This is an optimization exercise on Yosys and OpenROAD, whose aim is small area, not a production implementation. In this exercise RTL edits were held to simulation tests only and were not proved equivalent to the original. Power is estimated from default activity; no workload was simulated.

==> inputs of v33 <==
==> flow/design.v <==
package cpu_pkg;
    typedef logic [32-1:0]       word_t;
    typedef logic [5-1:0] reg_addr_t;
endpackage
`timescale 1ns/1ps
module instr_decoder (
    input  cpu_pkg::word_t instr,
    input  logic           instr_valid,
    output logic           reg_write,   
    output logic           is_imm,      
    output logic           is_lui       
);
    logic [6:0] opcode;
    logic [2:0] funct3;
    logic [6:0] funct7;
    logic       f7_base;
    logic       f7_alt;
    logic       supported;
    assign opcode  = instr[6:0];
    assign funct3  = instr[14:12];
    assign funct7  = instr[31:25];
    assign f7_base = (funct7 == 7'b0000000);
    assign f7_alt  = (funct7 == 7'b0100000);
    assign is_imm = (opcode == 7'b0010011);
    assign is_lui = (opcode == 7'b0110111);
    always_comb begin
        case (opcode)
            7'b0110011: supported = f7_base ||
                                    (f7_alt && ((funct3 == 3'b000) || (funct3 == 3'b101)));
            7'b0010011: begin
                case (funct3)
                    3'b001:     supported = f7_base;
                    3'b101: supported = f7_base || f7_alt;
                    default:     supported = 1'b1;
                endcase
            end
            7'b0110111:   supported = 1'b1;
            default:    supported = 1'b0;
        endcase
    end
    assign reg_write = instr_valid && supported && (instr[11:7] != '0);
endmodule
`timescale 1ns/1ps
module rf_bit_next (
    input  logic we,
    input  logic we_n,
    input  logic d,
    input  logic q,
    output logic nxt
);
    assign nxt = (we & d) | (we_n & q);
endmodule
module rf_read3 (
    input  logic [2:0] sel,
    input  logic [2:0] q,
    output logic       y_n
);
    assign y_n = !(|(sel & q));
endmodule
module register_file (
    input  logic               clk,
    input  logic               arst_n,
    input  cpu_pkg::reg_addr_t rs1_addr_d,
    input  logic               rs1_en_d,
    input  cpu_pkg::reg_addr_t rs2_addr_d,
    input  logic               rs2_en_d,
    input  logic               ex_we,
    input  cpu_pkg::reg_addr_t ex_waddr,
    output cpu_pkg::word_t     rs1_data,
    output cpu_pkg::word_t     rs2_data,
    input  logic               we,       
    input  cpu_pkg::reg_addr_t waddr,
    input  cpu_pkg::word_t     wdata
);
    localparam int N = 32;
    localparam int W = 32;
    logic [W-1:0] regs  [1:N-1];
    logic [W-1:0] nxt   [1:N-1];
    logic [N-1:1] written;
    logic [N-1:1] wsel;
    logic [N-1:1] wsel_n;
    logic [N-1:1] rd_ok;
    logic [N-1:1] rd_ok_d;
    logic [N-1:1] sel1_d;
    logic [N-1:1] sel2_d;
    logic [N-1:1] sel1;
    logic [N-1:1] sel2;
    logic         fwd1;
    logic         fwd2;
    always_comb begin
        for (int i = 1; i < N; i++) begin
            wsel[i]    = we && (waddr == i[4:0]);
            wsel_n[i]  = !(we && (waddr == i[4:0]));
            rd_ok_d[i] = (written[i] || wsel[i]) && !(ex_we && (ex_waddr == i[4:0]));
            sel1_d[i]  = rs1_en_d && (rs1_addr_d == i[4:0]) && rd_ok_d[i];
            sel2_d[i]  = rs2_en_d && (rs2_addr_d == i[4:0]) && rd_ok_d[i];
        end
    end
    always_ff @(posedge clk) begin
        sel1 <= sel1_d;
        sel2 <= sel2_d;
        fwd1 <= rs1_en_d && ex_we && (rs1_addr_d == ex_waddr);
        fwd2 <= rs2_en_d && ex_we && (rs2_addr_d == ex_waddr);
    end
    always_ff @(posedge clk or negedge arst_n) begin
        if (!arst_n) begin
            written <= '0;
        end else begin
            written <= written | wsel;
        end
    end
    for (genvar i = 1; i < N; i++) begin : g_row
        for (genvar b = 0; b < W; b++) begin : g_bit
            rf_bit_next u_nxt (
                .we   (wsel[i]),
                .we_n (wsel_n[i]),
                .d    (wdata[b]),
                .q    (regs[i][b]),
                .nxt  (nxt[i][b])
            );
        end
        always_ff @(posedge clk) begin
            regs[i] <= nxt[i];
        end
    end
    for (genvar b = 0; b < W; b++) begin : g_col
        logic [10:0] g1_n;
        logic [10:0] g2_n;
        for (genvar g = 0; g < 10; g++) begin : g_grp
            logic [2:0] q3;
            assign q3 = {regs[3*g+3][b], regs[3*g+2][b], regs[3*g+1][b]};
            rf_read3 u_r1 (.sel(sel1[3*g+3:3*g+1]), .q(q3), .y_n(g1_n[g]));
            rf_read3 u_r2 (.sel(sel2[3*g+3:3*g+1]), .q(q3), .y_n(g2_n[g]));
        end
        assign g1_n[10] = !((sel1[N-1] && regs[N-1][b]) || (fwd1 && wdata[b]));
        assign g2_n[10] = !((sel2[N-1] && regs[N-1][b]) || (fwd2 && wdata[b]));
        assign rs1_data[b] = !(&g1_n);
        assign rs2_data[b] = !(&g2_n);
    end
endmodule
`timescale 1ns/1ps
module alu_carry (
    input  logic [31:0] p,
    input  logic [31:0] g,
    input  logic        cin,
    output logic [32:0] c
);
    logic [31:0] gg [0:5];
    logic [31:0] pp [0:5];
    always_comb begin
        gg[0] = g;
        pp[0] = p;
        gg[0][0] = g[0] | (p[0] & cin);
        for (int l = 1; l <= 5; l++) begin
            gg[l] = gg[l-1];
            pp[l] = pp[l-1];
            for (int i = 0; i < 32; i++) begin
                if (((i + 1) % (1 << l)) == 0) begin
                    gg[l][i] = gg[l-1][i] | (pp[l-1][i] & gg[l-1][i - (1 << (l-1))]);
                    pp[l][i] = pp[l-1][i] & pp[l-1][i - (1 << (l-1))];
                end
            end
        end
    end
    logic [31:0] G;
    always_comb begin
        G = gg[5];
        for (int l = 4; l >= 1; l--) begin
            for (int i = 0; i < 32; i++) begin
                if ((((i + 1) % (1 << l)) == (1 << (l-1))) && (i >= (1 << l))) begin
                    G[i] = gg[5][i] | (pp[5][i] & G[i - (1 << (l-1))]);
                end
            end
        end
    end
    assign c[0] = cin;
    assign c[32:1] = G;
endmodule
module alu_pre (
    input  logic a,
    input  logic b,
    input  logic sub,
    output logic p,
    output logic g
);
    logic bx;
    assign bx = b ^ sub;
    assign p  = a ^ bx;
    assign g  = a & bx;
endmodule
module alu_post (
    input  logic p,
    input  logic g,
    input  logic c,
    input  logic sh_n,
    input  logic k_p,    
    input  logic k_c,
    input  logic k_g,
    input  logic k_sh,
    output logic y
);
    assign y = (k_p & (p ^ (k_c & c))) | (k_g & g) | (k_sh & !sh_n);
endmodule
module alu_shift (
    input  logic [31:0] x,
    input  logic        fill,    
    input  logic [4:0]  ml,      
    input  logic [4:0]  mr,      
    input  logic [4:0]  mn,      
    output logic [31:0] y_n
);
    logic [31:0] v [0:5];
    logic        fill_n;
    assign v[0]   = x;
    assign fill_n = !fill;
    for (genvar l = 0; l < 5; l++) begin : g_lvl
        localparam int K = 1 << l;
        localparam logic ZERO = (l % 2 == 0) ? 1'b0 : 1'b1;
        logic f;
        assign f = (l % 2 == 0) ? fill : fill_n;
        for (genvar i = 0; i < 32; i++) begin : g_bit
            logic [2:0] d;
            assign d[0] = v[l][i];
            assign d[1] = (i >= K)     ? v[l][i-K] : ZERO;
            assign d[2] = (i + K < 32) ? v[l][i+K] : f;
            if ((i >= K) && (i + K < 32)) begin : g_full
                rf_read3 u_c (.sel({mr[l], ml[l], mn[l]}), .q(d), .y_n(v[l+1][i]));
            end else begin : g_edge
                assign v[l+1][i] = !((mn[l] & d[0]) | (ml[l] & d[1]) | (mr[l] & d[2]));
            end
        end
    end
    assign y_n = v[5];
endmodule
module execute_stage (
    input  logic [31:7]    ins,       
    input  logic           is_imm,
    input  logic           is_lui,
    input  cpu_pkg::word_t rs1_data,  
    input  cpu_pkg::word_t rs2_data,  
    output cpu_pkg::word_t result
);
    logic [2:0]     f3;
    logic           alt;
    logic           is_reg;
    logic           sub;
    cpu_pkg::word_t immg;
    cpu_pkg::word_t a;
    cpu_pkg::word_t b;
    cpu_pkg::word_t bx;
    cpu_pkg::word_t p;
    cpu_pkg::word_t g;
    logic [32:0]    c;
    logic           lt;
    logic           op_sum, op_xor, op_or, op_and, op_sr, op_sl, op_lt;
    logic           k_p, k_c, k_g, k_sh;
    logic [4:0]     ml, mr, mn;
    cpu_pkg::word_t sh_n;
    cpu_pkg::word_t r;
    assign f3     = ins[14:12];
    assign alt    = ins[30];
    assign is_reg = !is_imm && !is_lui;
    assign op_sum = is_lui || (f3 == 3'b000);
    assign op_xor = !is_lui && (f3 == 3'b100);
    assign op_or  = !is_lui && (f3 == 3'b110);
    assign op_and = !is_lui && (f3 == 3'b111);
    assign op_sr  = !is_lui && (f3 == 3'b101);
    assign op_sl  = !is_lui && (f3 == 3'b001);
    assign op_lt  = !is_lui && (f3[2:1] == 2'b01);
    assign sub = (is_reg && (f3 == 3'b000) && alt) || op_lt;
    assign immg = is_lui ? {ins[31:12], 12'b0} :
                  is_imm ? {{20{ins[31]}}, ins[31:20]} : 32'b0;
    assign a  = rs1_data;
    assign b  = rs2_data | immg;
    for (genvar i = 0; i < 32; i++) begin : g_pre
        alu_pre u_pre (.a(a[i]), .b(b[i]), .sub(sub), .p(p[i]), .g(g[i]));
    end
    alu_carry u_carry (.p(p), .g(g), .cin(sub), .c(c));
    assign lt  = (f3[0] ? 1'b1 : p[31]) ^ c[32];
    assign k_p  = op_sum || op_xor || op_or;
    assign k_c  = op_sum;
    assign k_g  = op_and || op_or;
    assign k_sh = op_sl || op_sr;
    assign ml   = {5{op_sl}} & b[4:0];
    assign mr   = {5{op_sr}} & b[4:0];
    assign mn   = ~b[4:0];
    alu_shift u_shift (.x(a), .fill(alt && a[31]), .ml(ml), .mr(mr), .mn(mn), .y_n(sh_n));
    for (genvar i = 0; i < 32; i++) begin : g_post
        alu_post u_post (.p(p[i]), .g(g[i]), .c(c[i]), .sh_n(sh_n[i]), .k_p(k_p), .k_c(k_c),
                         .k_g(k_g), .k_sh(k_sh), .y(r[i]));
    end
    assign result = {r[31:1], r[0] | (op_lt & lt)};
endmodule
`timescale 1ns/1ps
module rv_alu_core (
    input  logic           clk,
    input  logic           arst_n,
    input  cpu_pkg::word_t instr,
    input  logic           instr_valid,
    output logic [37:0]    retire
);
    logic           dec_write;
    logic           dec_imm;
    logic           dec_lui;
    logic           s1_v;
    logic           s1_imm;
    logic           s1_lui;
    logic [31:7]    s1_ins;
    cpu_pkg::word_t rs1_data;
    cpu_pkg::word_t rs2_data;
    cpu_pkg::word_t result;
    logic           r_v;
    logic [4:0]     r_rd;
    cpu_pkg::word_t r_data;
    instr_decoder dec0 (
        .instr       (instr),
        .instr_valid (instr_valid),
        .reg_write   (dec_write),
        .is_imm      (dec_imm),
        .is_lui      (dec_lui)
    );
    always_ff @(posedge clk or negedge arst_n) begin
        if (!arst_n) begin
            s1_v <= 1'b0;
        end else begin
            s1_v <= dec_write;
        end
    end
    always_ff @(posedge clk) begin
        s1_imm <= dec_imm;
        s1_lui <= dec_lui;
        s1_ins <= instr[31:7];
    end
    register_file rf0 (
        .clk      (clk),
        .arst_n   (arst_n),
        .rs1_addr_d (instr[19:15]),
        .rs1_en_d   (!dec_lui),
        .rs2_addr_d (instr[24:20]),
        .rs2_en_d   (!dec_imm && !dec_lui),
        .ex_we      (s1_v),
        .ex_waddr   (s1_ins[11:7]),
        .rs1_data (rs1_data),
        .rs2_data (rs2_data),
        .we       (r_v),
        .waddr    (r_rd),
        .wdata    (r_data)
    );
    execute_stage ex0 (
        .ins      (s1_ins),
        .is_imm   (s1_imm),
        .is_lui   (s1_lui),
        .rs1_data (rs1_data),
        .rs2_data (rs2_data),
        .result   (result)
    );
    always_ff @(posedge clk or negedge arst_n) begin
        if (!arst_n) begin
            r_v <= 1'b0;
        end else begin
            r_v <= s1_v;
        end
    end
    always_ff @(posedge clk) begin
        r_rd   <= s1_ins[11:7];
        r_data <= result;
    end
    assign retire = {r_v, r_rd, r_data};
endmodule
==> flow/flow/run.sh <==
#!/bin/bash
# The standard synthesis, then the standard layout with two additions:
# ABC's buffers are removed at floorplan (REMOVE_ABC_BUFFERS), and before the
# placement-stage repair_design the drivers of high-fanout nets are sized up
# (flow/presize.tcl, run through ORFS's PRE_RESIZE_TCL hook).
set -euo pipefail
work=$(pwd)
bash standard.sh synth > "$work/synth.log" 2>&1
bash standard.sh REMOVE_ABC_BUFFERS=1 PRE_RESIZE_TCL="$work/flow/presize.tcl" finish > "$work/layout.log" 2>&1
==> flow/flow/presize.tcl <==
# Runs before the placement-stage repair_design (PRE_RESIZE_TCL). Nets with
# many loads (register-file word and bit lines, ALU controls) get a driver one
# size up, so repair_design needs few buffers on them.
proc presize_high_fanout {min_loads size} {
  set n 0
  set block [ord::get_db_block]
  foreach net [$block getNets] {
    set its [$net getITerms]
    if {[llength $its] < [expr {$min_loads + 1}]} continue
    set drv ""
    foreach it $its {
      if {[$it isOutputSignal]} { set drv [$it getInst] }
    }
    if {$drv eq ""} continue
    set m [[$drv getMaster] getName]
    regsub {_[0-9]+$} $m "_$size" m2
    if {$m2 eq $m} continue
    set cells [get_lib_cells -quiet */$m2]
    if {[llength $cells] == 0} continue
    replace_cell [get_cells [$drv getName]] [lindex $cells 0]
    incr n
  }
  puts "presize_high_fanout: resized $n drivers to size $size"
}
presize_high_fanout 16 2
==> flow/standard.sh <==
#!/bin/bash
# synth_recipe.tcl (not shown) runs the flow's synth.tcl, then flattens the netlist and writes it again
# the make line also repeats each setting of config.mk as NAME=value (left out here)
make -C /OpenROAD-flow-scripts/flow DESIGN_CONFIG=/design/flow/config.mk WORK_HOME=/design/flow/orfs CLKGATE_MAP_FILE= SYNTH_SCRIPT=/design/flow/synth_recipe.tcl "${@:-finish}"
==> flow/config.mk <==
export PLATFORM = sky130hd
export DESIGN_NAME = rv_alu_core
export DESIGN_NICKNAME = rv_alu_core
export VERILOG_FILES = /design/flow/design.v
export SDC_FILE = /design/flow/constraint.sdc
export NUM_CORES = 4
export LEC_CHECK = 0
export CAP_MARGIN = 20
export CORE_MARGIN = 2
export CORE_UTILIZATION = 60
export CTS_CLUSTER_DIAMETER = 100
export CTS_CLUSTER_SIZE = 30
export GPL_TIMING_DRIVEN = 0
export PLACE_DENSITY = 0.72
export SETUP_SLACK_MARGIN = 0.3
export SLEW_MARGIN = 20
export SYNTH_HIERARCHICAL = 1
export SYNTH_MINIMUM_KEEP_SIZE = 0
==> flow/constraint.sdc <==
create_clock -name core_clock -period 6.0 [get_ports {clk}]
set_input_delay 1.2000 -clock core_clock [delete_from_list [all_inputs] [get_ports {clk}]]
set_output_delay 1.2000 -clock core_clock [all_outputs]
set_load 0.01 [all_outputs]
==> v22 (differences from v33) <==
==> flow/run.sh (new file) <==
#!/bin/bash
# synth_recipe.tcl (not shown) runs the flow's synth.tcl, then flattens the netlist and writes it again
# the make line also repeats each setting of config.mk as NAME=value (left out here)
make -C /OpenROAD-flow-scripts/flow DESIGN_CONFIG=/design/flow/config.mk WORK_HOME=/design/flow/orfs CLKGATE_MAP_FILE= SYNTH_SCRIPT=/design/flow/synth_recipe.tcl finish
CORE_UTILIZATION = 55   (was 60)
PLACE_DENSITY = unset   (was 0.72)
SETUP_SLACK_MARGIN = unset   (was 0.3)
removed: flow/flow/run.sh
removed: flow/flow/presize.tcl
removed: flow/standard.sh
==> summary of the runs <==
In v33 the utilization is higher than in v22, by 0.84 points. Fmax: v22 is smaller than v33 (about 1.4%). Power: v22 is higher than v33 (about 2%). Between v22 and v33, the lower sequential power is in v22 (gap about 1%, measured against v33). v22 finished with negative setup slack left. v33 ran to the end with no violations.

==> what the ideal ports hide <==
The flow's constraints put no driver on any port. The routed layouts listed below were extracted and timed again, unchanged, in two steps.
Step 1 (the two cells are an assumption about what drives the block):
set clk [get_ports {clk}]
set_driving_cell -lib_cell sky130_fd_sc_hd__clkbuf_16 $clk
set_driving_cell -lib_cell sky130_fd_sc_hd__buf_2 [delete_from_list [all_inputs] $clk]
Step 2, shift: input delay + t, output delay - t, t = (earliest + latest rising clock arrival at the registers) / 2. This alone moves slack from input paths to output paths.
a / b / c = ideal ports / drivers / drivers and shift; a / b = the first two.
run | t, ns | slack for setup (ns) | worst hold slack (ns) | clock arrival spread, ns
v33 | 0.726 | 0.057 / 0.057 / 0.057 | 0.470 / 0.470 / 0.470 | 0.055 / 0.055
v22 | 0.722 | -0.028 / -0.028 / -0.028 | 0.359 / 0.359 / 0.359 | 0.057 / 0.057
